What follows belongs to an exercise in optimizing a design on an open flow for small area; a production flow would make more cautious choices.
In this exercise RTL edits were held to simulation tests only and were not proved equivalent to the original.
Power and IR drop assume default switching activity.

<file path="design/flow/run.sh">
#!/bin/bash
# synth_recipe.tcl (not shown) runs the flow's synth.tcl, then flattens the netlist and writes it again
# the make line also repeats each setting of config.mk as NAME=value (left out here)
make -C /OpenROAD-flow-scripts/flow DESIGN_CONFIG=/design/flow/config.mk WORK_HOME=/design/flow/orfs CLKGATE_MAP_FILE= SYNTH_SCRIPT=/design/flow/synth_recipe.tcl finish
</file>
<file path="design/flow/config.mk">
export PLATFORM = sky130hd
export DESIGN_NAME = button_scan_holdoff_debounce_core
export DESIGN_NICKNAME = button_scan_holdoff_debounce_core
export VERILOG_FILES = /design/flow/design.v
export SDC_FILE = /design/flow/constraint.sdc
export NUM_CORES = 4
export LEC_CHECK = 0
export CAP_MARGIN = 20
export CORE_MARGIN = 2
export CORE_UTILIZATION = 40
export SLEW_MARGIN = 20
</file>
<file path="design/flow/constraint.sdc">
create_clock -name core_clock -period 12.0 [get_ports {clk}]
set_input_delay 2.4000 -clock core_clock [delete_from_list [all_inputs] [get_ports {clk}]]
set_output_delay 2.4000 -clock core_clock [all_outputs]
set_load 0.01 [all_outputs]
</file>
<file path="design/flow/design.v">
`default_nettype none
package bshd_pkg;
  localparam int BTN_W   = 4;
  localparam int TIME_W  = 32;
  localparam int HOLD_W  = 16;
  localparam int TDATA_W = 8;
  localparam logic [HOLD_W-1:0] HOLDOFF_RESET = 16'd100;
  localparam logic OP_TICK   = 1'b0;
  localparam logic OP_SAMPLE = 1'b1;
  localparam int QDEPTH = 4;
  localparam int QPTR_W = 2;
  localparam int QCNT_W = 3;
  localparam int CMD_W  = 1 + BTN_W + 1;   
  typedef struct packed {
    logic             is_sample;
    logic [BTN_W-1:0] button;
    logic             level;
  } cmd_t;
  typedef struct packed {
    logic [BTN_W-1:0] key_index;
    logic             pressed;
  } event_t;
endpackage
`default_nettype wire
`default_nettype none
module bshd_front #(
  parameter int NUM_BUTTONS = 16
) (
  input  wire logic                       clk,
  input  wire logic                       rst_n,
  input  wire logic                       in_tvalid,
  output logic                            in_tready,
  input  wire logic [bshd_pkg::TDATA_W-1:0] in_tdata,
  input  wire logic                       in_tuser,
  output logic                            push_valid,
  input  wire logic                       push_ready,
  output bshd_pkg::cmd_t                  push_cmd
);
  localparam logic [bshd_pkg::BTN_W:0] NUM_BTN_L = (bshd_pkg::BTN_W+1)'(NUM_BUTTONS);
  logic             is_sample;
  logic [bshd_pkg::BTN_W-1:0] button;
  logic             in_range;
  logic             keep;
  assign is_sample = (in_tuser == bshd_pkg::OP_SAMPLE);
  assign button    = in_tdata[bshd_pkg::BTN_W-1:0];
  assign in_range  = ({1'b0, button} < NUM_BTN_L);
  assign keep      = !is_sample || in_range;
  assign in_tready  = push_ready;
  assign push_valid = in_tvalid && keep;
  always_comb begin
    push_cmd.is_sample = is_sample;
    push_cmd.button    = button;
    push_cmd.level     = in_tdata[bshd_pkg::BTN_W];
  end
  logic unused_ok;
  assign unused_ok = clk & rst_n & (|in_tdata[bshd_pkg::TDATA_W-1:bshd_pkg::BTN_W+1]);
endmodule
`default_nettype wire
`default_nettype none
module bshd_queue (
  input  wire logic           clk,
  input  wire logic           rst_n,
  input  wire logic           push_valid,
  output logic                push_ready,
  input  wire bshd_pkg::cmd_t push_cmd,
  output logic                pop_valid,
  input  wire logic           pop_ready,
  output bshd_pkg::cmd_t      pop_cmd
);
  logic [bshd_pkg::CMD_W-1:0] mem_r [bshd_pkg::QDEPTH];
  logic [bshd_pkg::QPTR_W-1:0] wr_ptr_r, wr_ptr_nxt;
  logic [bshd_pkg::QPTR_W-1:0] rd_ptr_r, rd_ptr_nxt;
  logic [bshd_pkg::QCNT_W-1:0] cnt_r, cnt_nxt;
  logic              do_push;
  logic              do_pop;
  assign push_ready = (cnt_r != bshd_pkg::QCNT_W'(bshd_pkg::QDEPTH));
  assign pop_valid  = (cnt_r != '0);
  assign pop_cmd    = mem_r[rd_ptr_r];
  assign do_push    = push_valid && push_ready;
  assign do_pop     = pop_valid && pop_ready;
  always_comb begin
    wr_ptr_nxt = do_push ? wr_ptr_r + 1'b1 : wr_ptr_r;
    rd_ptr_nxt = do_pop ? rd_ptr_r + 1'b1 : rd_ptr_r;
    cnt_nxt    = cnt_r;
    if (do_push && !do_pop) begin
      cnt_nxt = cnt_r + 1'b1;
    end else if (do_pop && !do_push) begin
      cnt_nxt = cnt_r - 1'b1;
    end
  end
  always_ff @(posedge clk) begin
    if (!rst_n) begin
      wr_ptr_r <= '0;
      rd_ptr_r <= '0;
      cnt_r    <= '0;
    end else begin
      wr_ptr_r <= wr_ptr_nxt;
      rd_ptr_r <= rd_ptr_nxt;
      cnt_r    <= cnt_nxt;
    end
  end
  always_ff @(posedge clk) begin
    if (do_push) begin
      mem_r[wr_ptr_r] <= push_cmd;
    end
  end
endmodule
`default_nettype wire
`default_nettype none
module bshd_back #(
  parameter int NUM_BUTTONS = 16
) (
  input  wire logic                         clk,
  input  wire logic                         rst_n,
  input  wire logic                         cfg_we,
  input  wire logic [bshd_pkg::HOLD_W-1:0]  cfg_wdata,
  input  wire logic                         q_valid,
  output logic                              q_ready,
  input  wire bshd_pkg::cmd_t               q_cmd,
  output logic                              ev_valid,
  input  wire logic                         ev_ready,
  output bshd_pkg::event_t                  ev
);
  localparam int IDX_W = (NUM_BUTTONS > 1) ? $clog2(NUM_BUTTONS) : 1;
  logic [bshd_pkg::TIME_W-1:0]      cnt_r, cnt_nxt;
  logic [bshd_pkg::TIME_W-1:0]      ts_r [NUM_BUTTONS];
  logic [NUM_BUTTONS-1:0] key_bits_r, key_bits_nxt;
  logic [bshd_pkg::HOLD_W-1:0]      holdoff_r;
  logic                   ev_valid_r, ev_valid_nxt;
  bshd_pkg::event_t                 ev_r;
  logic              pop;
  logic [IDX_W-1:0]  idx;
  logic [bshd_pkg::TIME_W-1:0] age;
  logic              locked;
  logic              changed;
  logic              fire;
  assign pop     = q_valid && (!ev_valid_r || ev_ready);
  assign q_ready = !ev_valid_r || ev_ready;
  assign idx     = q_cmd.button[IDX_W-1:0];
  assign age     = cnt_r - ts_r[idx];
  assign locked  = (age < {{(bshd_pkg::TIME_W-bshd_pkg::HOLD_W){1'b0}}, holdoff_r});
  assign changed = (key_bits_r[idx] != q_cmd.level);
  assign fire    = pop && q_cmd.is_sample && !locked && changed;
  always_comb begin
    cnt_nxt      = cnt_r;
    key_bits_nxt = key_bits_r;
    ev_valid_nxt = ev_valid_r;
    if (pop && !q_cmd.is_sample) begin
      cnt_nxt = cnt_r + 1'b1;
    end
    if (fire) begin
      key_bits_nxt[idx] = q_cmd.level;
    end
    if (fire) begin
      ev_valid_nxt = 1'b1;
    end else if (ev_ready) begin
      ev_valid_nxt = 1'b0;
    end
  end
  always_ff @(posedge clk) begin
    if (!rst_n) begin
      cnt_r      <= '0;
      key_bits_r <= '0;
      ev_valid_r <= 1'b0;
      holdoff_r  <= bshd_pkg::HOLDOFF_RESET;
      for (int i = 0; i < NUM_BUTTONS; i++) begin
        ts_r[i] <= '0;
      end
    end else begin
      cnt_r      <= cnt_nxt;
      key_bits_r <= key_bits_nxt;
      ev_valid_r <= ev_valid_nxt;
      if (cfg_we) begin
        holdoff_r <= cfg_wdata;
      end
      if (fire) begin
        ts_r[idx] <= cnt_r;
      end
    end
  end
  always_ff @(posedge clk) begin
    if (fire) begin
      ev_r.key_index <= q_cmd.button;
      ev_r.pressed   <= q_cmd.level;
    end
  end
  assign ev_valid = ev_valid_r;
  assign ev       = ev_r;
endmodule
`default_nettype wire
`default_nettype none
module button_scan_holdoff_debounce_core #(
  parameter int NUM_BUTTONS = 16
) (
  input  wire logic                         clk,
  input  wire logic                         rst_n,
  input  wire logic                         cfg_we,
  input  wire logic [bshd_pkg::HOLD_W-1:0]  cfg_wdata,
  input  wire logic                         in_tvalid,
  output logic                              in_tready,
  input  wire logic [bshd_pkg::TDATA_W-1:0] in_tdata,   
  input  wire logic                         in_tuser,   
  output logic                              out_tvalid,
  input  wire logic                         out_tready,
  output logic [bshd_pkg::TDATA_W-1:0]      out_tdata   
);
  logic   push_valid, push_ready;
  bshd_pkg::cmd_t   push_cmd;
  logic   q_valid, q_ready;
  bshd_pkg::cmd_t   q_cmd;
  bshd_pkg::event_t ev;
  bshd_front #(.NUM_BUTTONS(NUM_BUTTONS)) u_front (
    .clk        (clk),
    .rst_n      (rst_n),
    .in_tvalid  (in_tvalid),
    .in_tready  (in_tready),
    .in_tdata   (in_tdata),
    .in_tuser   (in_tuser),
    .push_valid (push_valid),
    .push_ready (push_ready),
    .push_cmd   (push_cmd)
  );
  bshd_queue u_queue (
    .clk        (clk),
    .rst_n      (rst_n),
    .push_valid (push_valid),
    .push_ready (push_ready),
    .push_cmd   (push_cmd),
    .pop_valid  (q_valid),
    .pop_ready  (q_ready),
    .pop_cmd    (q_cmd)
  );
  bshd_back #(.NUM_BUTTONS(NUM_BUTTONS)) u_back (
    .clk       (clk),
    .rst_n     (rst_n),
    .cfg_we    (cfg_we),
    .cfg_wdata (cfg_wdata),
    .q_valid   (q_valid),
    .q_ready   (q_ready),
    .q_cmd     (q_cmd),
    .ev_valid  (out_tvalid),
    .ev_ready  (out_tready),
    .ev        (ev)
  );
  assign out_tdata = {{(bshd_pkg::TDATA_W-bshd_pkg::BTN_W-1){1'b0}}, ev.pressed, ev.key_index};
endmodule
`default_nettype wire
</file>
==> results of run 1 <==
==> worst max path at each step <==
stage,startpoint,to,slack [ps],depth (start not counted)
final,register,u_back.ts_r[13][13],2450,29
after global routing,register,u_back.ts_r[15][10],1660,29
after CTS,register,u_back.ts_r[15][7],2520,29
after detailed placement,register,u_back.ts_r[15][7],2540,29
after global placement,register,u_back.ts_r[12][15],2600,29
after floorplan,register,u_back.ts_r[0][0],3440,33
==> critical path, delay by kind of cell, from the launching register on <==
kind / cells / cell delay, ps
flops: 1 / 620
compound gates: 8 / 2340
fa+ha+maj: 3 / 1000
xor+xnor: 1 / 170
simple gates: 11 / 2100
buf+inv: 3 / 1770
mux: 3 / 1100
==> metrics by stage <==
| stage | power, W | setup slack, ps | hold WS, ps | instance area [µm²] | util |
|---|---|---|---|---|---|
| after floorplan | 0.00443 | 3440 | 436 | 29300 | - |
| after global placement | 0.00514 | 2600 | 445 | 30600 | 0.421 |
| after detailed placement | 0.00518 | 2540 | 452 | 30600 | 0.421 |
| after CTS | 0.00725 | 2520 | 460 | 32800 | 0.451 |
| after global routing | 0.00757 | 1660 | 496 | 32900 | 0.452 |
| final | 0.00722 | 2450 | 457 | 32900 | 0.452 |
==> metal layers <==
layer / GRT usage / wire [µm] / up-vias
li1: - / - / 8694
met1: 0.282 / 32900 / 9734
met2: 0.371 / 40300 / 756
met3: 0.0321 / 5520 / 132
met4: 0.0705 / 2000 / 0
met5: 0 / 0 / -
==> state kept, by name, summed over array words and instances (netlist names), 2 cells and up, named ones only <==
name,count
u_queue.rd_ptr_r,2
u_queue.mem_r,24
u_queue.cnt_r,3
u_queue.wr_ptr_r,2
u_back.ts_r,512
u_back.key_bits_r,16
u_back.holdoff_r,16
u_back.ev_r,5
u_back.cnt_r,32
==> synth_stat cells, drive strengths merged, types with 2 or more instances <==
cell type and number:
ha 57, a211oi 4, nor2b 24, inv 43, and2 41, nand2 352
o21ai 49, buf 77, nor3 20, nand2b 2, and3 24, a31o 9
nor2 549, dfxtp 74, a311oi 2, a31oi 7, or4 2, a32o 2
a21oi 109, a41o 3, mux2 3, fa 2, or3 7, nor3b 3
xor2 16, o21a 6, o221ai 2, edfxtp 541, a21o 12, mux4 131
a221oi 4, xnor2 40, o21bai 3, clkbuf 90, nor4 9, a21boi 5
o211a 2, o211ai 13, nand4 23, mux2i 40, nand3 23
==> cell families (layout without fill, tap and decap cells) <==
| group | Yosys count | count (layout) | synth area share |
|---|---|---|---|
| and+or+nand+nor | 1085 | 1085 | 0.155 |
| DFF | 615 | 615 | 0.605 |
| AOI/OAI and AO/OA | 241 | 241 | 0.0507 |
| buffers and inverters | 211 | 238 | 0.0312 |
| muxes | 174 | 174 | 0.116 |
| adders and majority gates | 59 | 59 | 0.0257 |
| xor gates and xnor gates | 56 | 56 | 0.0167 |
| other | 1 | 3 | 0.000128 |
==> power by group through the flow <==
stage	Sequential (W)	Combinational (W)	Clock [W]
final	0.00251	0.00264	0.00207
after global routing	0.00252	0.00286	0.00219
after CTS	0.00251	0.00263	0.00211
after detailed placement	0.00256	0.00262	0
after global placement	0.00255	0.00259	0
after floorplan	0.00254	0.00189	0
==> cell type report <==
type,instances,area (µm²)
Clock inverter,26,284
Multi-Input combinational cell,1618,10900
Sequential cell,615,17700
Timing Repair Buffer,72,681
Inverter,44,173
Clock buffer,96,1910
Fill cell,6614,39900
Tap cell,959,1200
==> flow_summary.ini, run 1 <==
[status]
status = timing/DRC/antenna clean

[die]
rows = 99
pin_count = 40
coreArea_um2 = 72700
start_util = 0.403
die_x_um = 275
dieArea_um2 = 75500
fp.dieH_um = 275

[sta]
slew_headroom = 0.292
tns_ps = 0
setup_viol = 0
post-route-min-period_ps = 9550
hold_viol = 0
max_clock_freq_mhz = 105
rsz0062_at_grt = no
slew_viol_final = 0
worstMarginPinSlew_ps = 1060
fin_crit_sh = 0.796
fin_worst_skew_ps = 29.7

[finish]
syn_to_final_growth_pct = 12.1
stdcell_count = 3430
mostFrequentLayoutCell = nor2_1
final_cell_mix = nor2_1, edfxtp_1, nand2_1
nNetsFinal = 2508
diodes = 0
drive_gt1_frac = 0.127

[setup_path]
path_class = reg -> reg
slowest_delay_ps = 750
path_common_cell = nand2_1
reg2regPathDepth = 29
worstReg2RegEnd = u_back.ts_r[13][13]
path_max_fanout = 72
required_ps = 12320
arrival_ps = 9870
cp_slowest_cell = buf_4
startpoint_type = register
critPathCaptureType = register
rrSetupSlack_ps = 2450

[pwr]
ir_drop_uv = 157
switchingPower_w = 0.00259
sw_frac_of_total = 0.359
powerDensity_nw_per_um2 = 220
p_clk_frac = 0.287
static-leakage-power_nw = 11.2
seq_power_share = 0.347
p_int_w = 0.00463
pwr-share-comb = 0.366

[yosys]
yosysSeqAreaShare = 0.605
netlist_instances = 2442
yosysTopAreaCellShare = 0.554
synth_seq_cells = 615
avgSynthCellArea_um2 = 12.0
synth_area_um2 = 29300
synth_top_cells_by_area = edfxtp_1, mux4_2, nor2_1, dfxtp_1, nand2_1
yosysWarnings = 3
yosys.area.top_type = edfxtp_1
synthFlopType = edfxtp_1
synthArstFlopShare = 0
ys_types = 75
synth_edf_count = 541

[global_route]
grt_use_total = 0.216
antenna_found_initial = 0
grt_pass1_vias = 19799
grt_pass1_wl_um = 121000
grt_start_max_net_pins = 85
grt_overflow = 0

[clock_tree]
cts_tree = done
ctsLongestPathBuffers = 3
clkLatencyLatePin_ps = 620
clockRootBuffer = clkbuf_16
cts_hold_buffers = 0
htree_levels = 3
clk_pin_slew_ps = 60
cts_sinks = 615
cts_setup_buffers = 0
numCtsBuffers = 68
cts.repair.resized = 0

[min_path]
worst_hold_path.num_cells = 2
hold_start = u_back.key_bits_r[12]
holdPathEnd = u_back.key_bits_r[12]
hold_class = reg -> reg

[drt]
vias = 19316
drcViolationCount = 0
first_pass_iters = 6
vias_per_cell = 5.63
wire_per_inst_um = 23.5
drt-initial-drc-count = 1721
postRouteAntennaNets = 0
finalWirelength_um = 80800

[placement]
dp_hpwl_um = 48500
gp_congestion = 0.924
dp_cells = 3307
numPortBuffers = 33

[run]
drv_cap = 0
==> run 2: changes to the inputs <==
==> design/flow/design.v (replaced) <==
`default_nettype none
package bshd_pkg;
  localparam int BTN_W   = 4;
  localparam int TIME_W  = 32;
  localparam int HOLD_W  = 16;
  localparam int TDATA_W = 8;
  localparam logic [HOLD_W-1:0] HOLDOFF_RESET = 16'd100;
  localparam logic OP_TICK   = 1'b0;
  localparam logic OP_SAMPLE = 1'b1;
  localparam int QDEPTH = 4;
  localparam int QPTR_W = 2;
  localparam int QCNT_W = 3;
  localparam int CMD_W  = 1 + BTN_W + 1;   
  typedef struct packed {
    logic             is_sample;
    logic [BTN_W-1:0] button;
    logic             level;
  } cmd_t;
  typedef struct packed {
    logic [BTN_W-1:0] key_index;
    logic             pressed;
  } event_t;
endpackage
`default_nettype wire
`default_nettype none
module button_scan_holdoff_debounce_core #(
  parameter int NUM_BUTTONS = 16
) (
  input  wire logic                         clk,
  input  wire logic                         rst_n,
  input  wire logic                         cfg_we,
  input  wire logic [bshd_pkg::HOLD_W-1:0]  cfg_wdata,
  input  wire logic                         in_tvalid,
  output logic                              in_tready,
  input  wire logic [bshd_pkg::TDATA_W-1:0] in_tdata,
  input  wire logic                         in_tuser,
  output logic                              out_tvalid,
  input  wire logic                         out_tready,
  output logic [bshd_pkg::TDATA_W-1:0]      out_tdata
);
  localparam int AW = 17;
  logic [AW-1:0]  cnt_r;
  logic [AW-1:0]  ts_r [16];
  logic [15:0]    level_r;
  logic [15:0]    hold_r;
  logic           ev_valid_r;
  logic [4:0]     ev_r;
  logic           acc, tick, samp;
  logic [3:0]     sel;
  logic [AW-1:0]  age;
  logic           fire, scrub, ts_we;
  logic [AW-1:0]  ts_wdata;
  assign in_tready = !ev_valid_r || out_tready;
  assign acc  = in_tvalid && in_tready;
  assign tick = acc && !in_tuser;
  assign samp = acc && in_tuser;
  assign sel   = in_tuser ? in_tdata[3:0] : cnt_r[3:0];
  assign age   = cnt_r - ts_r[sel];
  assign fire  = samp && (age >= {1'b0, hold_r}) && (level_r[sel] != in_tdata[4]);
  assign scrub = tick && age[AW-1];
  assign ts_we = fire || scrub;
  assign ts_wdata = rst_n ? {cnt_r[AW-1] ^ !in_tuser, cnt_r[AW-2:0]} : '0;
  always_ff @(posedge clk) begin
    if (!rst_n) begin
      cnt_r      <= '0;
      level_r    <= '0;
      hold_r     <= bshd_pkg::HOLDOFF_RESET;
      ev_valid_r <= 1'b0;
    end else begin
      if (tick) cnt_r <= cnt_r + 1'b1;
      if (fire) level_r[sel] <= in_tdata[4];
      if (cfg_we) hold_r <= cfg_wdata;
      if (fire) ev_valid_r <= 1'b1;
      else if (out_tready) ev_valid_r <= 1'b0;
    end
  end
  always_ff @(posedge clk) begin
    for (int i = 0; i < 16; i++) begin
      if (!rst_n || (ts_we && sel == 4'(i))) ts_r[i] <= ts_wdata;
    end
  end
  always_ff @(posedge clk) begin
    if (fire) ev_r <= in_tdata[4:0];
  end
  assign out_tvalid = ev_valid_r;
  assign out_tdata  = {3'b000, ev_r};
endmodule
`default_nettype wire
--- a/design/flow/config.mk
+++ b/design/flow/config.mk
@@ -7,5 +7,5 @@
 export LEC_CHECK = 0
 export CAP_MARGIN = 20
 export CORE_MARGIN = 2
-export CORE_UTILIZATION = 40
+export CORE_UTILIZATION = 65
 export SLEW_MARGIN = 20
==> run 2 against run 1 <==
Against the previous run: wire length is 56% lower; fmax is 5.9% lower; non-clock buffer count stayed put; final cell count is 61% lower; design area is 52% lower; largest power group is now sequential cells.
==> flow_summary.ini, run 2 <==
[finish]
drive_gt1_frac = 0.116
largestRegisters = ts_r (272), cnt_r (17)
syn_to_final_growth_pct = 13.6
fillerInstances = 1292
mostFrequentLayoutCell = edfxtp_1
regMostFlops = ts_r
postLayoutCoreUtil = 0.753
largest_register_ffs = 272
nNetsFinal = 1117
final_cell_mix = edfxtp_1, nor2_1, a22oi_1

[drt]
drcViolationCount = 0
routed-wl-met3_um = 3420
vias = 9119
vias_per_cell = 6.75
first_pass_iters = 8
wire_per_inst_um = 26.2
dr.max_layer_used = met4
wl_met1_um = 13500
finalWirelength_um = 35400
drt-initial-drc-count = 1048
postRouteAntennaNets = 0
wl_met2_um = 17300

[yosys]
ys_types = 72
yosys-top-cells-count = edfxtp_1, nor2_1, a22oi_1, dfxtp_1, nand2_1
yosysWarnings = 2
synth.area.mux_share = 0.0360
synth_fa_ha_area_frac = 0.0347
synthSimpleGateAreaFrac = 0.0857
yosys.area.top_type = edfxtp_1
synth_seq_cells = 327
synth_top_family_by_area = compound AO/OA/AOI/OAI gates
synth_top_cells_by_area = edfxtp_1, dfxtp_1, ha_1, a22oi_1, mux2i_1
synth_compound_area_frac = 0.127
avgSynthCellArea_um2 = 14.1
synthMostInstantiatedCell = edfxtp_1
netlist_instances = 990
yosysTopAreaCellShare = 0.597
synth_xor_xnor_area_share = 0.0222
synthArstFlopShare = 0
synth_edf_count = 277
yosysSeqAreaShare = 0.669
synthFlopType = edfxtp_1
synth_area_um2 = 13900

[pwr]
ir_drop_uv = 173
static-leakage-power_nw = 5.76
powerDensity_nw_per_um2 = 166

[clock_tree]
clkLatencyLatePin_ps = 530
clk_pin_slew_ps = 60
cts_setup_buffers = 0
clockRootBuffer = clkbuf_16
ctsLongestPathBuffers = 3
htree_levels = 2
cts_tree = done
cts.repair.resized = 0
cts_sinks = 327
numCtsBuffers = 34
cts_hold_buffers = 0

[setup_path]
crit_path_start = in_tuser
arrival_ps = 10380
startpoint_type = input pin
worstReg2RegEnd = ts_r[13][16]
critPathCapture = ts_r[13][16]
critPathCaptureType = register
required_ps = 12220
path_max_fanout = 18
rrSetupSlack_ps = 4130
path_class = in -> reg
r2r-start = cnt_r[0]
reg2regPathDepth = 24

[global_route]
grt_pass1_wl_um = 52900
grt_overflow = 0
antenna_found_initial = 2
grt_start_max_net_pins = 49
grt_pass1_vias = 9029
grt_use_total = 0.321

[die]
start_util = 0.662
fp.dieH_um = 150
die_x_um = 150
pin_count = 40
coreArea_um2 = 21000
dieArea_um2 = 22600
rows = 53

[sta]
fin_worst_skew_ps = 22.7
hold_viol = 0
setup_viol = 0
rsz0062_at_grt = no
max_clock_freq_mhz = 98.5
slew_headroom = 0.271
slew_viol_final = 0
worstMarginPinSlew_ps = 1090
fin_ws_ps = 1840
tns_ps = 0
post-route-min-period_ps = 10160
fin_crit_sh = 0.846

[placement]
dp_hpwl_um = 21300
numPortBuffers = 33
dp_slack_ps = 1390
gp_congestion = 0.873

[run]
drv_cap = 0

[status]
status = timing/DRC/antenna clean

[min_path]
hold_class = reg -> reg
[run 2: cell count changes in the layout (fill, tap and decap cells not counted), moves of 20 or more]
cell | before | now
mux4_2 | 130 | 3
clkbuf_16 | 70 | 34
a221oi_1 | 4 | 25
ha_1 | 57 | 37
edfxtp_1 | 541 | 277
a22oi_1 | 0 | 55
dfxtp_1 | 74 | 50
xnor2_1 | 40 | 12
a21oi_1 | 109 | 29
nor2_1 | 549 | 65
nand2_1 | 352 | 50
a22o_1 | 1 | 24
[run 2: worst min path at each step]
stage / startpoint / slack, ps / cells after the start / endpoint
global route: level_r[2] / 470 / 2 / level_r[2]
global placement: level_r[12] / 440 / 2 / level_r[12]
floorplan: level_r[14] / 430 / 2 / level_r[14]
finish: level_r[4] / 460 / 2 / level_r[4]
CTS: level_r[2] / 460 / 2 / level_r[2]
detailed placement: level_r[12] / 450 / 2 / level_r[12]
[run 2: layout make-up]
| type | instances | area [µm²] | share of cell area |
|---|---|---|---|
| Sequential cell | 327 | 9320 | 0.589 |
| Clock inverter | 21 | 180 | 0.0114 |
| Multi-Input combinational cell | 587 | 4360 | 0.276 |
| Clock buffer | 40 | 883 | 0.0558 |
| Antenna cell | 1 | 2.50 | 0.000158 |
| Tap cell | 275 | 344 | 0.0217 |
| Inverter | 27 | 101 | 0.00640 |
| Timing Repair Buffer | 72 | 636 | 0.0402 |
[run 2: kinds of logic after synthesis]
group                      after synthesis
other                                    1
DFF                                    327
buffers and inverters                   78
and+or+nand+nor                        234
AOI/OAI and AO/OA                      239
adders and majority gates               38
xor gates and xnor gates                32
muxes                                   41
[run 2: routing by layer]
| metal | track usage | up-vias |
|---|---|---|
| met3 | 0.0658 | 110 |
| li1 | - | 4011 |
| met5 | 0 | - |
| met4 | 0.130 | 0 |
| met2 | 0.533 | 522 |
| met1 | 0.417 | 4476 |
[run 2: worst max-delay path, stage by stage]
cell             delay, ps
clkdlybuf4s50_1        670
mux2i_4                600
clkinv_1               400
ha_1                   340
and3_1                 330
buf_4                  290
a22o_1                 190
a221oi_1               210
nand4_1                160
o21ai_0                250
ha_1                   320
nor2b_1                120
o21ai_0                200
a21boi_0               170
o21ai_0                310
a211oi_1               160
o31ai_1                640
xnor2_1                140
ha_1                   340
and4_1                 210
nand4_1                150
o211ai_2               580
o21ai_4                330
a2bb2oi_2              590
buf_12                 240
[run 2: where the power goes]
group	switching (W)	internal [W]	leakage [nW]
logic	0.000206	0.000103	2.04
clock network	0.000427	0.000575	0.526
registers	0.0000180	0.00129	3.20
total	0.000650	0.00197	5.76
[run 2: per-stage QoR]
step / total power, W / hold slack [ps] / instances / area [µm²]
final: 0.00262 / 460 / 1350 / 15800
after global routing: 0.00270 / 474 / 1349 / 15800
after global placement: 0.00163 / 440 / 1288 / 14800
after detailed placement: 0.00164 / 454 / 1288 / 14800
after CTS: 0.00263 / 461 / 1349 / 15800
after floorplan: 0.00152 / 430 / 992 / 13900
==> run 3: changes to the inputs <==
--- a/design/flow/config.mk
+++ b/design/flow/config.mk
@@ -7,5 +7,5 @@
 export LEC_CHECK = 0
 export CAP_MARGIN = 20
 export CORE_MARGIN = 2
-export CORE_UTILIZATION = 65
+export CORE_UTILIZATION = 40
 export SLEW_MARGIN = 20
==> run 3 against run 2 <==
Against the previous run: sequential share of layout area down 1.8 points; clock skew down 8.7 ps; design area up 3.2%; synthesized cell count unchanged; register-to-register slack worse by 140 ps; critical path depth up 4; sequential power about the same; non-clock buffer count up 1; via count down 3.1%; combinational power up 4%; fmax down 1.6%; wire length up 3.3%.
==> flow_summary.ini, run 3 <==
[global_route]
grt_pass1_wl_um = 54300
grt_overflow = 0
grt_pass1_vias = 8570
antenna_found_initial = 0
grt_start_max_net_pins = 49
grt_use_total = 0.203

[yosys]
synth_edf_count = 277
yosys-top-cells-count = edfxtp_1, nor2_1, a22oi_1, dfxtp_1, nand2_1
ys_types = 72
synthFlopType = edfxtp_1
synthArstFlopShare = 0
avgSynthCellArea_um2 = 14.1
synthMostInstantiatedCell = edfxtp_1
synth_seq_cells = 327
yosysTopAreaCellShare = 0.597
yosysWarnings = 2
netlist_instances = 990
yosys.area.top_type = edfxtp_1
yosysSeqAreaShare = 0.669
synth_top_cells_by_area = edfxtp_1, dfxtp_1, ha_1, a22oi_1, mux2i_1
synth_area_um2 = 13900

[finish]
regMostFlops = ts_r
largestRegisters = ts_r (272), cnt_r (17)
stdcell_count = 1532
mostFrequentLayoutCell = edfxtp_1
fillerInstances = 2961
largest_register_ffs = 272
diodes = 0
final_cell_mix = edfxtp_1, nor2_1, a22oi_1
syn_to_final_growth_pct = 17.3
nNetsFinal = 1119
drive_gt1_frac = 0.128

[setup_path]
cp_slowest_cell = o21ai_4
arrival_ps = 10560
startpoint_type = input pin
critPathCaptureType = register
path_class = in -> reg
required_ps = 12240
path_max_fanout = 17
slowest_delay_ps = 760

[pwr]
static-leakage-power_nw = 5.85
ir_drop_uv = 111
switchingPower_w = 0.000671
pwr-share-comb = 0.118
p_clk_frac = 0.401
sw_frac_of_total = 0.247
p_int_w = 0.00205
seq_power_share = 0.482
powerDensity_nw_per_um2 = 166

[clock_tree]
numCtsBuffers = 35
htree_levels = 2
cts_hold_buffers = 0
cts_sinks = 327
clk_pin_slew_ps = 60
cts_tree = done
clockRootBuffer = clkbuf_16
cts.repair.resized = 0
clkLatencyLatePin_ps = 530
ctsLongestPathBuffers = 3
cts_setup_buffers = 0

[sta]
rsz0062_at_grt = no
setup_viol = 0
worstMarginPinSlew_ps = 1050
hold_viol = 0
post-route-min-period_ps = 10320
tns_ps = 0
fin_crit_sh = 0.860
slew_viol_final = 0
slew_headroom = 0.300
max_clock_freq_mhz = 96.9
fin_worst_skew_ps = 14.0

[drt]
wire_per_inst_um = 23.9
drt-initial-drc-count = 888
first_pass_iters = 5
vias = 8836
vias_per_cell = 5.77
finalWirelength_um = 36600
drcViolationCount = 0
postRouteAntennaNets = 0

[die]
fp.dieH_um = 191
coreArea_um2 = 34400
start_util = 0.405
rows = 68
dieArea_um2 = 36300
die_x_um = 191
pin_count = 40

[run]
drv_cap = 0

[placement]
numPortBuffers = 33
gp_congestion = 0.824
dp_cells = 1469
dp_hpwl_um = 22100

[min_path]
hold_class = reg -> reg

[status]
status = timing/DRC/antenna clean
-- run 3: cell counts after synthesis --
No cell type changed its count.
-- run 3: final timing paths --
kind                    from           to  slack [ps]  cells past startpoint
hold / removal    level_r[6]   level_r[6]         460                      2
hold reg to reg   level_r[6]   level_r[6]         460                      2
setup / recovery    in_tuser  ts_r[1][12]        1680                     29
setup reg to reg    cnt_r[0]  ts_r[1][12]        3990                     27
-- run 3: area by class of cell --
class | instances | area [µm²] | share of cell area
Clock buffer | 46 | 978 | 0.0599
Multi-Input combinational cell | 587 | 4490 | 0.275
Inverter | 27 | 101 | 0.00620
Timing Repair Buffer | 73 | 681 | 0.0417
Sequential cell | 327 | 9320 | 0.570
Tap cell | 455 | 569 | 0.0348
Clock inverter | 17 | 199 | 0.0122
-- run 3: cells by family after synthesis --
| kind of cell | after synthesis | synth area share |
|---|---|---|
| flip-flops | 327 | 0.669 |
| buffers and inverters | 78 | 0.0247 |
| adder cells (fa/ha/maj) | 38 | 0.0347 |
| other | 1 | 0.000269 |
| AO/OA/AOI/OAI | 239 | 0.127 |
| multiplexers | 41 | 0.0360 |
| AND/OR/NAND/NOR | 234 | 0.0857 |
| XOR/XNOR | 32 | 0.0222 |
-- run 3: worst max-delay path: cells and delay by family --
kind                     cells  cell delay, ps
multiplexers                 1             450
AO/OA/AOI/OAI               15            4010
XOR/XNOR                     1             160
adder cells (fa/ha/maj)      3            1150
AND/OR/NAND/NOR              4             580
buffers and inverters        5            1760
-- run 3: power by group through the flow --
stage | combinational (W) | clock [W] | sequential, W
4_1_cts | 0.000321 | 0.00111 | 0.00131
6_report | 0.000320 | 0.00109 | 0.00131
5_1_grt | 0.000349 | 0.00116 | 0.00131
2_1_floorplan | 0.000193 | 0 | 0.00133
3_3_place_gp | 0.000316 | 0 | 0.00133
3_5_place_dp | 0.000318 | 0 | 0.00133
-- run 3: metal layers --
metal  global-route usage  share of wire  vias to the layer above
li1                     -              -                     4017
met2                0.330           0.47                      356
met3               0.0335          0.081                       62
met4               0.0692          0.026                        0
met5                    0              0                        -
met1                0.278           0.43                     4401
-- run 3: stage by stage --
stage          cell area (µm²)  worst slack, ps  hold WS (ps)  power, W  utilization
2_1_floorplan            13900             2930           430   0.00152            -
3_3_place_gp             15200             1360           443   0.00165        0.441
3_5_place_dp             15200             1310           450   0.00165        0.441
4_1_cts                  16300             1810           457   0.00274        0.475
5_1_grt                  16300             1290           484   0.00282        0.475
6_report                 16300             1680           457   0.00272        0.475
==> run 4: changes to the inputs <==
--- a/design/flow/config.mk
+++ b/design/flow/config.mk
@@ -5,7 +5,10 @@
 export SDC_FILE = /design/flow/constraint.sdc
 export NUM_CORES = 4
 export LEC_CHECK = 0
-export CAP_MARGIN = 20
+export CAP_MARGIN = 0
 export CORE_MARGIN = 2
-export CORE_UTILIZATION = 40
-export SLEW_MARGIN = 20
+export CORE_UTILIZATION = 65
+export CTS_BUF_LIST = sky130_fd_sc_hd__clkbuf_4
+export CTS_CLUSTER_DIAMETER = 40
+export CTS_CLUSTER_SIZE = 10
+export SLEW_MARGIN = 0
==> run 4 against run 3 <==
Against the previous run: still clean; worst hold slack improved by 8.7 ps; total power is 15% lower; fmax is 2.9% higher; critical path depth increased by 1; clock skew up 41 ps; non-clock buffer count decreased by 1; clock-buffer cell count down 1; combinational power shrank 3%; first-iteration DRC count is 6.9% higher; sequential share of layout area rose by 3.7 points; global-route usage up 11 points.
==> flow_summary.ini, run 4 <==
[clock_tree]
numCtsBuffers = 44
cts_tree = done
clockRootBuffer = clkbuf_4
cts_sinks = 327
htree_levels = 2
cts_setup_buffers = 0
clkLatencyLatePin_ps = 710
cts_hold_buffers = 0
cts.repair.resized = 0
ctsLongestPathBuffers = 3
clk_pin_slew_ps = 100

[yosys]
yosysSeqAreaShare = 0.669
synth_seq_cells = 327
yosysTopAreaCellShare = 0.597
yosys-top-cells-count = edfxtp_1, nor2_1, a22oi_1, dfxtp_1, nand2_1
yosys.area.top_type = edfxtp_1
synthMostInstantiatedCell = edfxtp_1
ys_types = 72
yosysWarnings = 2
synthFlopType = edfxtp_1
synth_edf_count = 277
synth_area_um2 = 13900
synthArstFlopShare = 0
avgSynthCellArea_um2 = 14.1
netlist_instances = 990
synth_top_cells_by_area = edfxtp_1, dfxtp_1, ha_1, a22oi_1, mux2i_1

[sta]
post-route-min-period_ps = 10030
setup_viol = 0
hold_viol = 0
max_clock_freq_mhz = 99.7
slew_viol_final = 0
slew_headroom = 0.135
fin_crit_sh = 0.836
rsz0062_at_grt = no
worstMarginPinSlew_ps = 1300
fin_worst_skew_ps = 55.1
tns_ps = 0

[drt]
wire_per_inst_um = 25.8
vias = 9082
drcViolationCount = 0
drt-initial-drc-count = 949
first_pass_iters = 6
postRouteAntennaNets = 0
vias_per_cell = 6.72
finalWirelength_um = 34900

[finish]
final_cell_mix = edfxtp_1, nor2_1, a22oi_1
fin_area_um2 = 15400
fillerInstances = 1361
largestRegisters = ts_r (272), cnt_r (17)
drive_gt1_frac = 0.125
nNetsFinal = 1127
largest_register_ffs = 272
regMostFlops = ts_r
syn_to_final_growth_pct = 10.3
mostFrequentLayoutCell = edfxtp_1

[setup_path]
critPathCaptureType = register
required_ps = 12440
path_class = in -> reg
path_max_fanout = 18
cp_slowest_cell = o22ai_1
slowest_delay_ps = 1010
reg2regPathDepth = 29
startpoint_type = input pin
path_common_cell = a21oi_1
arrival_ps = 10460

[status]
status = timing/DRC/antenna clean

[global_route]
grt_pass1_vias = 8925
grt_overflow = 0
antenna_found_initial = 1
grt_start_max_net_pins = 49
grt_use_total = 0.314
grt_pass1_wl_um = 51600

[placement]
dp_hpwl_um = 21300
numPortBuffers = 33
gp_congestion = 0.873
dpl-instance-area_um2 = 14800

[die]
coreArea_um2 = 21000
rows = 53
die_x_um = 150
pin_count = 40
fp.dieH_um = 150
start_util = 0.662
dieArea_um2 = 22600

[pwr]
powerDensity_nw_per_um2 = 151
report.power.total_w = 0.00231
ir_drop_uv = 105
static-leakage-power_nw = 5.57

[min_path]
hold_class = reg -> reg
worst_hold_path.num_cells = 2

[run]
drv_cap = 0
==> run 4: cell types whose count changed in the layout (fill, tap and decap cells not counted), moves of 10 or more <==
cell	delta
o22ai_1	+10
o22ai_2	-10
a21oi_4	-10
a21oi_2	+10
clkbuf_4	+45
clkbuf_16	-36
==> run 4: final cells by class <==
cell class | instances | area [µm²] | area share
multi-input combinational | 587 | 4350 | 0.284
clock inverter | 18 | 259 | 0.0169
antenna | 1 | 2.50 | 0.000163
sequential | 327 | 9320 | 0.607
tap | 275 | 344 | 0.0224
timing repair buffer | 72 | 636 | 0.0414
clock buffer | 45 | 338 | 0.0220
inverter | 27 | 101 | 0.00660
==> run 4: critical path: cells and delay by family <==
kind | cells | cell delay, ps
AO/OA/AOI/OAI | 15 | 4500
buffers and inverters | 5 | 1480
adder cells (fa/ha/maj) | 4 | 1120
AND/OR/NAND/NOR | 4 | 420
XOR/XNOR | 1 | 140
multiplexers | 1 | 360
==> run 4: stage by stage <==
stage	util	setup slack, ps	std cells	hold slack [ps]
after detailed placement	0.702	1390	1288	454
after floorplan	-	2930	992	430
final	0.730	1970	1352	466
after global routing	0.730	1580	1352	481
after global placement	0.702	1540	1288	440
after CTS	0.730	2090	1351	467
==> run 4: per-layer routing <==
layer  part of all wire  wire [µm]  up-vias  global-route usage
li1                   -          -     4033                   -
met1               0.38      13200     4422               0.407
met2               0.48      16700      526               0.511
met3               0.10       3500      101              0.0700
met4              0.042       1460        0               0.144
met5                  0          0        -                   0
==> run 4: report_power, final <==
group	internal, W	switching (W)	total (W)
Combinational	0.000104	0.000205	0.000309
Sequential	0.00129	0.0000171	0.00131
Clock	0.000318	0.000376	0.000694
==> run 4: worst paths after layout <==
kind	slack, ps	start	to
setup / recovery	1970	in_tuser	ts_r[13][16]
hold / removal	470	level_r[2]	level_r[2]
setup reg to reg	3930	cnt_r[0]	ts_r[13][16]
hold reg to reg	470	level_r[2]	level_r[2]
==> run 4: cells by family (layout without fill, tap and decap cells) <==
kind of cell             Yosys count  after routing  synth area share
buffers and inverters             78            162            0.0247
AND/OR/NAND/NOR                  234            234            0.0857
AO/OA/AOI/OAI                    239            239             0.127
adder cells (fa/ha/maj)           38             38            0.0347
other                              1              4          0.000269
XOR/XNOR                          32             32            0.0222
multiplexers                      41             41            0.0360
flip-flops                       327            327             0.669
==> run 5: changes to the inputs <==
--- a/design/flow/config.mk
+++ b/design/flow/config.mk
@@ -8,7 +8,7 @@
 export CAP_MARGIN = 0
 export CORE_MARGIN = 2
 export CORE_UTILIZATION = 65
-export CTS_BUF_LIST = sky130_fd_sc_hd__clkbuf_4
-export CTS_CLUSTER_DIAMETER = 40
-export CTS_CLUSTER_SIZE = 10
+export CTS_BUF_LIST = sky130_fd_sc_hd__clkbuf_8
+export CTS_CLUSTER_DIAMETER = 60
+export CTS_CLUSTER_SIZE = 20
 export SLEW_MARGIN = 0
==> run 5 against run 4 <==
Against the previous run: area after synthesis unchanged; final cell count decreased by 2.1%; clock power down 17%; global-route usage decreased by 0.64 points; critical path type unchanged; largest cell class unchanged.
==> flow_summary.ini, run 5 <==
[drt]
vias_per_cell = 6.73
wire_per_inst_um = 25.9
finalWirelength_um = 34200
vias = 8910
postRouteAntennaNets = 0
drt-initial-drc-count = 977
drcViolationCount = 0
first_pass_iters = 6

[sta]
tns_ps = 0
post-route-min-period_ps = 10100
max_clock_freq_mhz = 99.0
rsz0062_at_grt = no
fin_worst_skew_ps = 56.6
worstMarginPinSlew_ps = 1280
hold_ws_ps = 467
hold_viol = 0
slew_headroom = 0.144
setup_viol = 0
slew_viol_final = 0
fin_crit_sh = 0.842

[setup_path]
worstReg2RegEnd = ts_r[13][16]
critPathCaptureType = register
path_class = in -> reg
path_max_fanout = 18
reg2regPathDepth = 29
arrival_ps = 10430
cp_num_buf_inv = 5
cp_num_cells = 30
path_common_cell = a21oi_1
slowest_delay_ps = 1000
rrSetupSlack_ps = 3970
crit_path_start = in_tuser
cp_slowest_cell = o22ai_1
required_ps = 12330
critPathCapture = ts_r[13][16]
startpoint_type = input pin
r2r-start = cnt_r[0]
critical_path.top_delay_family = compound AO/OA/AOI/OAI gates

[pwr]
powerDensity_nw_per_um2 = 144
static-leakage-power_nw = 5.47
ir_drop_uv = 122

[clock_tree]
htree_levels = 1
ctsLongestPathBuffers = 3
clkLatencyLatePin_ps = 610
cts.repair.resized = 0
clockRootBuffer = clkbuf_8
clk_pin_slew_ps = 100
numCtsBuffers = 24
cts_setup_buffers = 0
cts_hold_buffers = 0
cts_tree = done
cts_sinks = 327

[min_path]
hold_class = reg -> reg

[finish]
nNetsFinal = 1107
regMostFlops = ts_r
diodes = 0
largestRegisters = ts_r (272), cnt_r (17)
mostFrequentLayoutCell = edfxtp_1
largest_register_ffs = 272
final_cell_mix = edfxtp_1, nor2_1, a22oi_1
drive_gt1_frac = 0.104
postLayoutCoreUtil = 0.724
syn_to_final_growth_pct = 9.25
fillerInstances = 1374

[yosys]
ys_types = 72
yosys.area.top_type = edfxtp_1
synthArstFlopShare = 0
avgSynthCellArea_um2 = 14.1
yosysWarnings = 2
synth_area_um2 = 13900
synth_top_cells_by_area = edfxtp_1, dfxtp_1, ha_1, a22oi_1, mux2i_1
yosys-top-cells-count = edfxtp_1, nor2_1, a22oi_1, dfxtp_1, nand2_1
yosysTopAreaCellShare = 0.597
netlist_instances = 990
synthFlopType = edfxtp_1
synth_edf_count = 277
synthMostInstantiatedCell = edfxtp_1
synth_seq_cells = 327
yosysSeqAreaShare = 0.669

[die]
pin_count = 40
start_util = 0.662
coreArea_um2 = 21000
dieArea_um2 = 22600
die_x_um = 150
rows = 53
fp.dieH_um = 150

[placement]
numPortBuffers = 33
dp_hpwl_um = 21300
gp_congestion = 0.873

[global_route]
grt_overflow = 0
use_met1 = 0.397
grt_start_max_net_pins = 49
antenna_found_initial = 2
grt_pass1_vias = 8783
top_usage_layer = met2
grt_util_met3 = 0.0633
grt_use_total = 0.308
grt_use_met2 = 0.510
grt_pass1_wl_um = 50800

[status]
status = timing/DRC/antenna clean

[run]
drv_cap = 0
## run 5: logic make-up (layout without fill, tap and decap cells)
logic type,count (synthesis),in the layout,synth area share
AO/OA/AOI/OAI,239,239,0.127
multiplexers,41,41,0.0360
flip-flops,327,327,0.669
XOR/XNOR,32,32,0.0222
buffers and inverters,78,134,0.0247
adder cells (fa/ha/maj),38,38,0.0347
other,1,3,0.000269
AND/OR/NAND/NOR,234,234,0.0857
## run 5: worst reg2reg max path, delay by kind of cell, from the launching register on
kind | cells | cell delay, ps
AO/OA/AOI/OAI | 15 | 4500
XOR/XNOR | 1 | 140
adder cells (fa/ha/maj) | 4 | 1120
buffers and inverters | 4 | 920
flip-flops | 1 | 480
multiplexers | 1 | 220
AND/OR/NAND/NOR | 4 | 410
## run 5: worst min path at each step
| stage | start | endpoint | cells past startpoint |
|---|---|---|---|
| final | level_r[0] | level_r[0] | 2 |
| after global routing | level_r[2] | level_r[2] | 2 |
| after CTS | level_r[2] | level_r[2] | 2 |
| after detailed placement | level_r[12] | level_r[12] | 2 |
| after global placement | level_r[12] | level_r[12] | 2 |
| after floorplan | level_r[14] | level_r[14] | 2 |
## run 5: final cells by class
class                   instances  area (µm²)  share of cell area
multi-input cells             587        4350               0.286
clock inverters                11         130             0.00855
repair buffers                 72         636              0.0418
well taps                     275         344              0.0226
flip-flops and latches        327        9320               0.612
clock buffers                  24         330              0.0217
inverters                      27         101             0.00666
## run 5: power by group
group	switching, W	internal, W
logic	0.000206	0.000104
clock network	0.000372	0.000206
registers	0.0000170	0.00129
total	0.000595	0.00160
## run 5: routing by layer
metal,wire length (µm),up-vias
li1,-,3965
met1,12700,4330
met2,16500,505
met3,3520,106
met4,1500,4
met5,27,-
## run 5: stage by stage
step	cell area (µm²)	total power (W)	setup WS [ps]	instances
2_1_floorplan	13900	0.00152	2930	992
3_3_place_gp	14800	0.00163	1540	1288
3_5_place_dp	14800	0.00164	1390	1288
4_1_cts	15200	0.00220	1960	1323
5_1_grt	15200	0.00227	1450	1323
6_report	15200	0.00220	1900	1323
==> run 6: changes to the inputs <==
==> design/flow/flow/run.sh (new file) <==
#!/bin/bash
# Standard ORFS layout, with two changes passed to its scripts:
#  - ports are buffered with the smallest buffer (buf_1) instead of the default choice;
#  - clock tree synthesis inserts no dummy loads and uses clkbuf_8 clusters.
set -euo pipefail
export BUFFER_PORTS_ARGS="-buffer_cell sky130_fd_sc_hd__buf_1"
export CTS_ARGS="-sink_clustering_enable -repair_clock_nets -dont_use_dummy_load -buf_list sky130_fd_sc_hd__clkbuf_8 -sink_clustering_size 20 -sink_clustering_max_diameter 60"
bash standard.sh > standard_flow.log 2>&1
==> design/flow/standard.sh (new file) <==
#!/bin/bash
# synth_recipe.tcl (not shown) runs the flow's synth.tcl, then flattens the netlist and writes it again
# the make line also repeats each setting of config.mk as NAME=value (left out here)
make -C /OpenROAD-flow-scripts/flow DESIGN_CONFIG=/design/flow/config.mk WORK_HOME=/design/flow/orfs CLKGATE_MAP_FILE= SYNTH_SCRIPT=/design/flow/synth_recipe.tcl "${@:-finish}"
--- a/design/flow/config.mk
+++ b/design/flow/config.mk
@@ -7,8 +7,5 @@
 export LEC_CHECK = 0
 export CAP_MARGIN = 0
 export CORE_MARGIN = 2
-export CORE_UTILIZATION = 65
-export CTS_BUF_LIST = sky130_fd_sc_hd__clkbuf_8
-export CTS_CLUSTER_DIAMETER = 60
-export CTS_CLUSTER_SIZE = 20
+export CORE_UTILIZATION = 80
 export SLEW_MARGIN = 0
removed: design/flow/run.sh
==> run 6 against run 5 <==
Against the previous run: worst hold slack worse by 9.2 ps; sequential share of layout area is 2.1 points higher; flip-flop and latch count stayed put; first-iteration DRC count is 54% higher; clock-buffer cell count is 2 lower; sequential power hardly changed; clock power is 17% lower; via count is 6.0% higher; combinational power is 3% lower; largest cell class unchanged.
==> flow_summary.ini, run 6 <==
[status]
status = timing/DRC/antenna clean

[setup_path]
path_max_fanout = 18
required_ps = 12270
arrival_ps = 10420
startpoint_type = input pin
reg2regPathDepth = 22
rrSetupSlack_ps = 3890
r2r-start = cnt_r[0]
worstReg2RegEnd = ts_r[9][0]
path_class = in -> reg
critPathCaptureType = register

[placement]
numPortBuffers = 33
gp_congestion = 0.892
dpl-instance-area_um2 = 14400
dp_hpwl_um = 21500

[global_route]
antenna_found_initial = 0
grt_pass1_wl_um = 53300
grt_start_max_net_pins = 50
grt_pass1_vias = 9181
grt_overflow = 0
grt_use_total = 0.400

[clock_tree]
cts.repair.resized = 0
clk_pin_slew_ps = 80
cts_hold_buffers = 0
ctsLongestPathBuffers = 3
clockRootBuffer = clkbuf_8
cts_tree = done
cts_setup_buffers = 0
cts_sinks = 327
numCtsBuffers = 22
htree_levels = 1
clkLatencyLatePin_ps = 560

[yosys]
netlist_instances = 990
synthArstFlopShare = 0
yosysWarnings = 2
synth_compound_area_frac = 0.127
synth_top_cells_by_area = edfxtp_1, dfxtp_1, ha_1, a22oi_1, mux2i_1
yosys.area.top_type = edfxtp_1
synth_area_um2 = 13900
synth_top_family_by_area = compound AO/OA/AOI/OAI gates
yosysSeqAreaShare = 0.669
yosysTopAreaCellShare = 0.597
yosys-top-cells-count = edfxtp_1, nor2_1, a22oi_1, dfxtp_1, nand2_1
synth_xor_xnor_area_share = 0.0222
avgSynthCellArea_um2 = 14.1
synth_edf_count = 277
synthSimpleGateAreaFrac = 0.0857
synth_seq_cells = 327
ys_types = 72
synthMostInstantiatedCell = edfxtp_1
synthFlopType = edfxtp_1
synth_fa_ha_area_frac = 0.0347
synth.area.mux_share = 0.0360

[sta]
max_clock_freq_mhz = 98.5
hold_viol = 0
rsz0062_at_grt = no
tns_ps = 0
slew_headroom = 0.133
worstMarginPinSlew_ps = 1300
post-route-min-period_ps = 10150
setup_viol = 0
fin_crit_sh = 0.846
fin_worst_skew_ps = 56.6
slew_viol_final = 0

[drt]
drt-initial-drc-count = 1508
postRouteAntennaNets = 0
vias = 9441
vias_per_cell = 7.53
wire_per_inst_um = 28.8
first_pass_iters = 7
finalWirelength_um = 36100
drcViolationCount = 0

[die]
start_util = 0.811
die_x_um = 136
pin_count = 40
coreArea_um2 = 17200
dieArea_um2 = 18500
rows = 48
fp.dieH_um = 136

[min_path]
holdPathEnd = level_r[12]
hold_start = level_r[12]
hold_class = reg -> reg
worst_hold_path.num_cells = 2

[finish]
largestRegisters = ts_r (272), cnt_r (17)
fin_area_um2 = 14700
largest_register_ffs = 272
nNetsFinal = 1099
drive_gt1_frac = 0.0875
mostFrequentLayoutCell = edfxtp_1
diodes = 0
fillerInstances = 805
regMostFlops = ts_r
final_cell_mix = edfxtp_1, nor2_1, a22oi_1
syn_to_final_growth_pct = 5.70

[run]
drv_cap = 0

[pwr]
ir_drop_uv = 154
static-leakage-power_nw = 5.27
powerDensity_nw_per_um2 = 143
report.power.total_w = 0.00210
[run 6: routing by layer]
layer  track usage  share of wire  vias up
met5             0              0        -
met3        0.0999           0.14      187
met2         0.646           0.48      862
met4         0.197          0.052        0
met1         0.513           0.33     4449
li1              -              -     3943
[run 6: cell families (layout without fill, tap and decap cells)]
family | Yosys count | in the layout
simple gates | 234 | 234
other cells | 1 | 3
buf+inv | 78 | 115
fa+ha+maj | 38 | 38
compound gates | 239 | 239
mux | 41 | 41
flops | 327 | 327
xor+xnor | 32 | 32
[run 6: where the power goes]
group | internal [W] | total (W) | switching, W
Combinational | 0.0000946 | 0.000301 | 0.000207
Sequential | 0.00129 | 0.00132 | 0.0000226
Clock | 0.000166 | 0.000481 | 0.000315
Total | 0.00155 | 0.00210 | 0.000544
[run 6: worst max path at each step]
stage / startpoint / end / slack, ps / cells after the start
final: in_tuser / ts_r[9][0] / 1850 / 27
after global routing: in_tuser / ts_r[9][0] / 1370 / 25
after floorplan: in_tuser / ts_r[1][0] / 2930 / 29
after global placement: in_tuser / ts_r[9][9] / 1730 / 23
after CTS: in_tuser / ts_r[9][0] / 2060 / 23
after detailed placement: in_tuser / ts_r[9][2] / 1530 / 23
[run 6: worst max-delay path, cell delays in order]
cell,delay (ps)
buf_1,390
buf_4,300
mux2i_2,630
and3_1,1050
a22oi_1,250
nand4_1,210
nor2_1,80
a21oi_1,290
ha_1,250
inv_1,60
fa_1,410
a211o_1,330
a21oi_1,180
o21ai_0,170
a21oi_1,270
o21bai_1,100
a21oi_1,190
xnor2_1,140
ha_1,260
a21o_1,160
a21oi_1,140
nor2b_1,60
o2111ai_1,270
o211ai_2,330
o21ai_4,710
a21oi_2,400
buf_4,340
[run 6: area by class of cell]
cell class / instances / area, µm² / area share
multi-input combinational: 587 / 4340 / 0.295
timing repair buffer: 66 / 372 / 0.0252
inverter: 27 / 101 / 0.00689
tap: 225 / 282 / 0.0191
sequential: 327 / 9320 / 0.633
clock buffer: 22 / 303 / 0.0206
[run 6: stage by stage]
stage	hold slack [ps]	worst slack [ps]	std cells	utilization
floorplan	430	2930	992	-
global placement	441	1730	1232	0.839
detailed placement	445	1530	1232	0.839
CTS	459	2060	1254	0.857
global route	473	1370	1254	0.857
finish	458	1850	1254	0.857
==> run 7: changes to the inputs <==
--- a/design/flow/config.mk
+++ b/design/flow/config.mk
@@ -7,5 +7,6 @@
 export LEC_CHECK = 0
 export CAP_MARGIN = 0
 export CORE_MARGIN = 2
-export CORE_UTILIZATION = 80
+export CORE_UTILIZATION = 65
+export PLACE_DENSITY = 0.8
 export SLEW_MARGIN = 0
==> run 7 against run 6 <==
Against the previous run: clock power grew 4.4%; register-to-register slack lost 90 ps; clock skew grew 56 ps.
==> flow_summary.ini, run 7 <==
[sta]
post-route-min-period_ps = 10100
fin_worst_skew_ps = 113
worstMarginPinSlew_ps = 1160
fin_ws_ps = 1900
hold_viol = 0
slew_headroom = 0.226
tns_ps = 0
slew_viol_final = 0
setup_viol = 0
fin_crit_sh = 0.841
rsz0062_at_grt = no
max_clock_freq_mhz = 99.0

[clock_tree]
htree_levels = 1
cts_sinks = 327
clkLatencyLatePin_ps = 610
cts_tree = done
clk_pin_slew_ps = 70
clockRootBuffer = clkbuf_8
numCtsBuffers = 24
cts_setup_buffers = 0
cts.repair.resized = 0
cts_hold_buffers = 0
ctsLongestPathBuffers = 3

[setup_path]
slowest_delay_ps = 800
worstReg2RegEnd = ts_r[2][9]
reg2regPathDepth = 23
critPathCaptureType = register
arrival_ps = 10220
cp_slowest_cell = a21oi_4
path_class = in -> reg
r2r-start = cnt_r[0]
startpoint_type = input pin
path_max_fanout = 18
required_ps = 12120
rrSetupSlack_ps = 3800

[yosys]
synthArstFlopShare = 0
yosysSeqAreaShare = 0.669
yosys.area.top_type = edfxtp_1
synth_edf_count = 277
synth_top_cells_by_area = edfxtp_1, dfxtp_1, ha_1, a22oi_1, mux2i_1
synth_seq_cells = 327
synthMostInstantiatedCell = edfxtp_1
synth_area_um2 = 13900
yosysWarnings = 2
yosys-top-cells-count = edfxtp_1, nor2_1, a22oi_1, dfxtp_1, nand2_1
yosysTopAreaCellShare = 0.597
netlist_instances = 990
avgSynthCellArea_um2 = 14.1
ys_types = 72
synthFlopType = edfxtp_1

[die]
die_x_um = 150
rows = 53
start_util = 0.662
fp.dieH_um = 150
dieArea_um2 = 22600
coreArea_um2 = 21000
pin_count = 40

[finish]
multi_input_area_um2 = 4450
postLayoutCoreUtil = 0.708
drive_gt1_frac = 0.0953
final_cell_mix = edfxtp_1, nor2_1, a22oi_1
largest_register_ffs = 272
regMostFlops = ts_r
fillerInstances = 1383
mostFrequentLayoutCell = edfxtp_1
seq_area_um2 = 9320
diodes = 0
syn_to_final_growth_pct = 6.94
largestRegisters = ts_r (272), cnt_r (17)
nNetsFinal = 1098

[drt]
first_pass_iters = 8
drt-initial-drc-count = 1093
postRouteAntennaNets = 0
wire_per_inst_um = 25.4
vias_per_cell = 6.79
drcViolationCount = 0
finalWirelength_um = 33000
vias = 8849

[min_path]
hold_class = reg -> reg
holdPathEnd = level_r[12]
hold_start = level_r[12]
worst_hold_path.num_cells = 2

[pwr]
powerDensity_nw_per_um2 = 142
static-leakage-power_nw = 5.28
report.power.total_w = 0.00211
ir_drop_uv = 123

[global_route]
grt_pass1_vias = 8366
grt_pass1_wl_um = 48600
grt_use_total = 0.294
antenna_found_initial = 0
grt_start_max_net_pins = 50
use_met1 = 0.407
grt_use_met2 = 0.466
grt_overflow = 0
grt_util_met3 = 0.0609
top_usage_layer = met2

[run]
drv_cap = 0

[placement]
numPortBuffers = 33
dp_hpwl_um = 19400
dp_slack_ps = 1490
gp_congestion = 0.858

[status]
status = timing/DRC/antenna clean
[run 7: per-layer routing]
| layer | vias to the layer above | part of all wire |
|---|---|---|
| met5 | - | 0 |
| met4 | 0 | 0.036 |
| met3 | 92 | 0.13 |
| met2 | 580 | 0.46 |
| met1 | 4244 | 0.37 |
| li1 | 3933 | - |
[run 7: layout make-up]
cell class	count	share of cell area
clock buffers	24	0.0222
inverters	27	0.00681
repair buffers	63	0.0234
flip-flops and latches	327	0.626
well taps	275	0.0231
multi-input cells	587	0.299
[run 7: cell families after synthesis]
kind of cell / Yosys count / share of synthesized area
DFF: 327 / 0.669
AOI/OAI and AO/OA: 239 / 0.127
and+or+nand+nor: 234 / 0.0857
buffers and inverters: 78 / 0.0247
muxes: 41 / 0.0360
adders and majority gates: 38 / 0.0347
xor gates and xnor gates: 32 / 0.0222
other: 1 / 0.000269
[run 7: worst max-delay path by stage]
stage	slack, ps	endpoint	from	cells after the start
global placement	1650	ts_r[1][13]	in_tuser	25
detailed placement	1490	ts_r[2][13]	in_tuser	25
floorplan	2930	ts_r[1][0]	in_tuser	29
global route	1490	ts_r[2][9]	in_tuser	25
CTS	2020	ts_r[2][9]	in_tuser	25
finish	1900	ts_r[2][9]	in_tuser	25
[run 7: power breakdown]
group / leakage, nW / switching [W] / internal, W
combinational: 1.91 / 0.000203 / 0.0000941
sequential: 3.20 / 0.0000164 / 0.00129
clock: 0.173 / 0.000323 / 0.000179
total: 5.28 / 0.000543 / 0.00157
[run 7: metrics by stage]
stage / instances / hold WS (ps) / cell area, µm²
4_1_cts: 1303 / 459 / 14900
2_1_floorplan: 992 / 430 / 13900
3_5_place_dp: 1279 / 452 / 14600
3_3_place_gp: 1279 / 442 / 14600
5_1_grt: 1303 / 480 / 14900
6_report: 1303 / 459 / 14900
[run 7: worst max-delay path, delay by kind of cell]
family | cells | cell delay, ps
fa+ha+maj | 3 | 950
xor+xnor | 1 | 150
simple gates | 5 | 1190
mux | 1 | 590
buf+inv | 4 | 1000
compound gates | 11 | 3910
==> run 8: changes to the inputs <==
--- a/design/flow/config.mk
+++ b/design/flow/config.mk
@@ -8,5 +8,4 @@
 export CAP_MARGIN = 0
 export CORE_MARGIN = 2
 export CORE_UTILIZATION = 65
-export PLACE_DENSITY = 0.8
 export SLEW_MARGIN = 0
==> run 8 against run 7 <==
Against the previous run: final cell count barely moved; worst hold slack improved by 6.4 ps; clock-buffer cell count fell by 1; global-route usage rose by 0.88 points; synthesized cell count did not move; setup slack got worse by 110 ps; design area fell by 0.43%; first-iteration DRC count rose by 7.1%; via count fell by 0.46%; clock power fell by 3%; total power fell by 0.52%; largest power group unchanged.
==> flow_summary.ini, run 8 <==
[sta]
rsz0062_at_grt = no
slew_viol_final = 0
tns_ps = 0
fin_worst_skew_ps = 85.2
max_clock_freq_mhz = 98.0
setup_viol = 0
fin_crit_sh = 0.851
worstMarginPinSlew_ps = 1250
slew_headroom = 0.168
post-route-min-period_ps = 10210
hold_viol = 0

[run]
drv_cap = 0

[placement]
gp_congestion = 0.873
dp_hpwl_um = 20900
numPortBuffers = 33
dp_cells = 1281

[global_route]
grt_use_total = 0.303
grt_overflow = 0
grt_pass1_wl_um = 50400
antenna_found_initial = 0
grt_start_max_net_pins = 50
grt_pass1_vias = 8560

[drt]
finalWirelength_um = 34000
drcViolationCount = 0
vias = 8808
drt-initial-drc-count = 1171
vias_per_cell = 6.75
wire_per_inst_um = 26.1
postRouteAntennaNets = 0
first_pass_iters = 5

[setup_path]
r2r-start = cnt_r[0]
path_max_fanout = 18
startpoint_type = input pin
path_class = in -> reg
arrival_ps = 10470
required_ps = 12260
critPathCaptureType = register
crit_path_start = in_tuser

[clock_tree]
cts.repair.resized = 0
cts_sinks = 327
cts_tree = done
numCtsBuffers = 23
ctsLongestPathBuffers = 3
clk_pin_slew_ps = 90
clockRootBuffer = clkbuf_8
clkLatencyLatePin_ps = 580
htree_levels = 1
cts_setup_buffers = 0
cts_hold_buffers = 0

[die]
start_util = 0.662
die_x_um = 150
dieArea_um2 = 22600
fp.dieH_um = 150
pin_count = 40
coreArea_um2 = 21000
rows = 53

[finish]
final_cell_mix = edfxtp_1, nor2_1, a22oi_1
nNetsFinal = 1099
syn_to_final_growth_pct = 6.48
fillerInstances = 1409
drive_gt1_frac = 0.0884
largestRegisters = ts_r (272), cnt_r (17)
diodes = 0
multi_input_area_um2 = 4380
seq_area_um2 = 9320
stdcell_count = 1304
largest_register_ffs = 272
postLayoutCoreUtil = 0.705
regMostFlops = ts_r
mostFrequentLayoutCell = edfxtp_1

[yosys]
yosysTopAreaCellShare = 0.597
yosys-top-cells-count = edfxtp_1, nor2_1, a22oi_1, dfxtp_1, nand2_1
netlist_instances = 990
yosys.area.top_type = edfxtp_1
synth_area_um2 = 13900
synth_top_cells_by_area = edfxtp_1, dfxtp_1, ha_1, a22oi_1, mux2i_1
synthArstFlopShare = 0
yosysSeqAreaShare = 0.669
synthMostInstantiatedCell = edfxtp_1
synthFlopType = edfxtp_1
synth_seq_cells = 327
avgSynthCellArea_um2 = 14.1
ys_types = 72
synth_edf_count = 277
yosysWarnings = 2

[min_path]
hold_start = level_r[2]
hold_class = reg -> reg

[pwr]
powerDensity_nw_per_um2 = 141
static-leakage-power_nw = 5.28
report.power.total_w = 0.00210
ir_drop_uv = 110

[status]
status = timing/DRC/antenna clean
[run 8: worst paths after layout]
path	end	slack (ps)	cells past startpoint
worst min-delay path	level_r[2]	470	2
worst max register to register	ts_r[12][16]	3770	27
worst max-delay path	ts_r[12][16]	1790	28
worst min register to register	level_r[2]	470	2
[run 8: power breakdown]
group / total, W / leakage [nW] / internal (W) / switching (W)
sequential: 0.00131 / 3.20 / 0.00129 / 0.0000170
clock: 0.000489 / 0.165 / 0.000173 / 0.000317
combinational: 0.000299 / 1.91 / 0.0000947 / 0.000204
total: 0.00210 / 5.28 / 0.00156 / 0.000538
[run 8: routing by layer]
layer | vias to the layer above | GRT usage | routed length, µm
li1 | 3936 | - | -
met1 | 4328 | 0.420 | 13100
met2 | 490 | 0.501 | 16400
met3 | 54 | 0.0558 | 3780
met4 | 0 | 0.0774 | 693
met5 | - | 0 | 0
[run 8: cell families (layout without fill, tap and decap cells)]
| kind of cell | Yosys count | in the layout | share of synthesized area |
|---|---|---|---|
| AO/OA/AOI/OAI | 239 | 239 | 0.127 |
| XOR/XNOR | 32 | 32 | 0.0222 |
| adder cells (fa/ha/maj) | 38 | 38 | 0.0347 |
| buffers and inverters | 78 | 115 | 0.0247 |
| flip-flops | 327 | 327 | 0.669 |
| multiplexers | 41 | 41 | 0.0360 |
| other | 1 | 3 | 0.000269 |
| AND/OR/NAND/NOR | 234 | 234 | 0.0857 |
[run 8: final cells by class]
cell class | count | share of cell area
Inverter | 27 | 0.00683
Sequential cell | 327 | 0.628
Timing Repair Buffer | 65 | 0.0246
Multi-Input combinational cell | 587 | 0.296
Tap cell | 275 | 0.0232
Clock buffer | 23 | 0.0213
[run 8: through the flow]
step	worst slack [ps]	hold WS [ps]	area, µm²
after global placement	1640	441	14500
after global routing	1390	487	14800
after detailed placement	1470	454	14500
after CTS	2020	465	14800
final	1790	465	14800
after floorplan	2930	430	13900
[run 8: worst max-delay path, cell delays in order]
cell	delay, ps
buf_1	370
mux2i_4	610
ha_1	360
nand2b_1	140
o22ai_1	950
a222oi_1	300
nand3_1	140
nor2_1	50
a21oi_1	280
ha_1	230
inv_1	50
fa_1	410
a211o_1	330
a21oi_1	190
o21ai_0	170
a21oi_1	280
o21bai_1	100
a21oi_1	190
xnor2_1	150
ha_1	260
a21o_1	160
a21oi_1	140
nor2b_1	60
o2111ai_1	270
o211ai_2	350
o21ai_4	760
a2bb2oi_2	350
buf_4	350

==> afterwards: timing with drivers on the ports <==
The flow's constraints put no driver on any port. The routed layouts listed below were extracted and timed again, unchanged, in two steps.
Step 1: set_driving_cell puts a clkbuf_16 on clk and a buf_2 on each other input, an assumption about the parent block.
Step 2 moves the port delays by t, midway between the first and last clock arrival at a register: inputs arrive t later, outputs are due t later. That takes back most of the time a late clock gives input paths.
Three values: ideal, step 1, step 2; two values: the first two.
run	t, ns	setup WS [ns]	worst hold slack (ns)	worst slew at a driven data input, ns
run 1	0.666	2.447 / 2.447 / 2.447	0.457 / 0.457 / 0.457	0.04
run 2	0.563	1.844 / 1.857 / 1.294	0.460 / 0.460 / 0.460	0.04
run 3	0.577	1.681 / 1.708 / 1.131	0.457 / 0.457 / 0.457	0.05
run 4	0.724	1.972 / 1.986 / 1.263	0.466 / 0.466 / 0.466	0.04
run 5	0.630	1.899 / 1.913 / 1.283	0.467 / 0.467 / 0.467	0.04
run 6	0.576	1.852 / 1.871 / 1.295	0.458 / 0.458 / 0.458	0.03
run 7	0.592	1.902 / 1.918 / 1.326	0.459 / 0.459 / 0.459	0.03
run 8	0.585	1.792 / 1.813 / 1.229	0.465 / 0.465 / 0.465	0.04
After both steps every run listed still meets setup and hold. The setup slack of run 4, which loses most, moves by +0.014 ns with the drivers and by -0.709 ns with both steps.
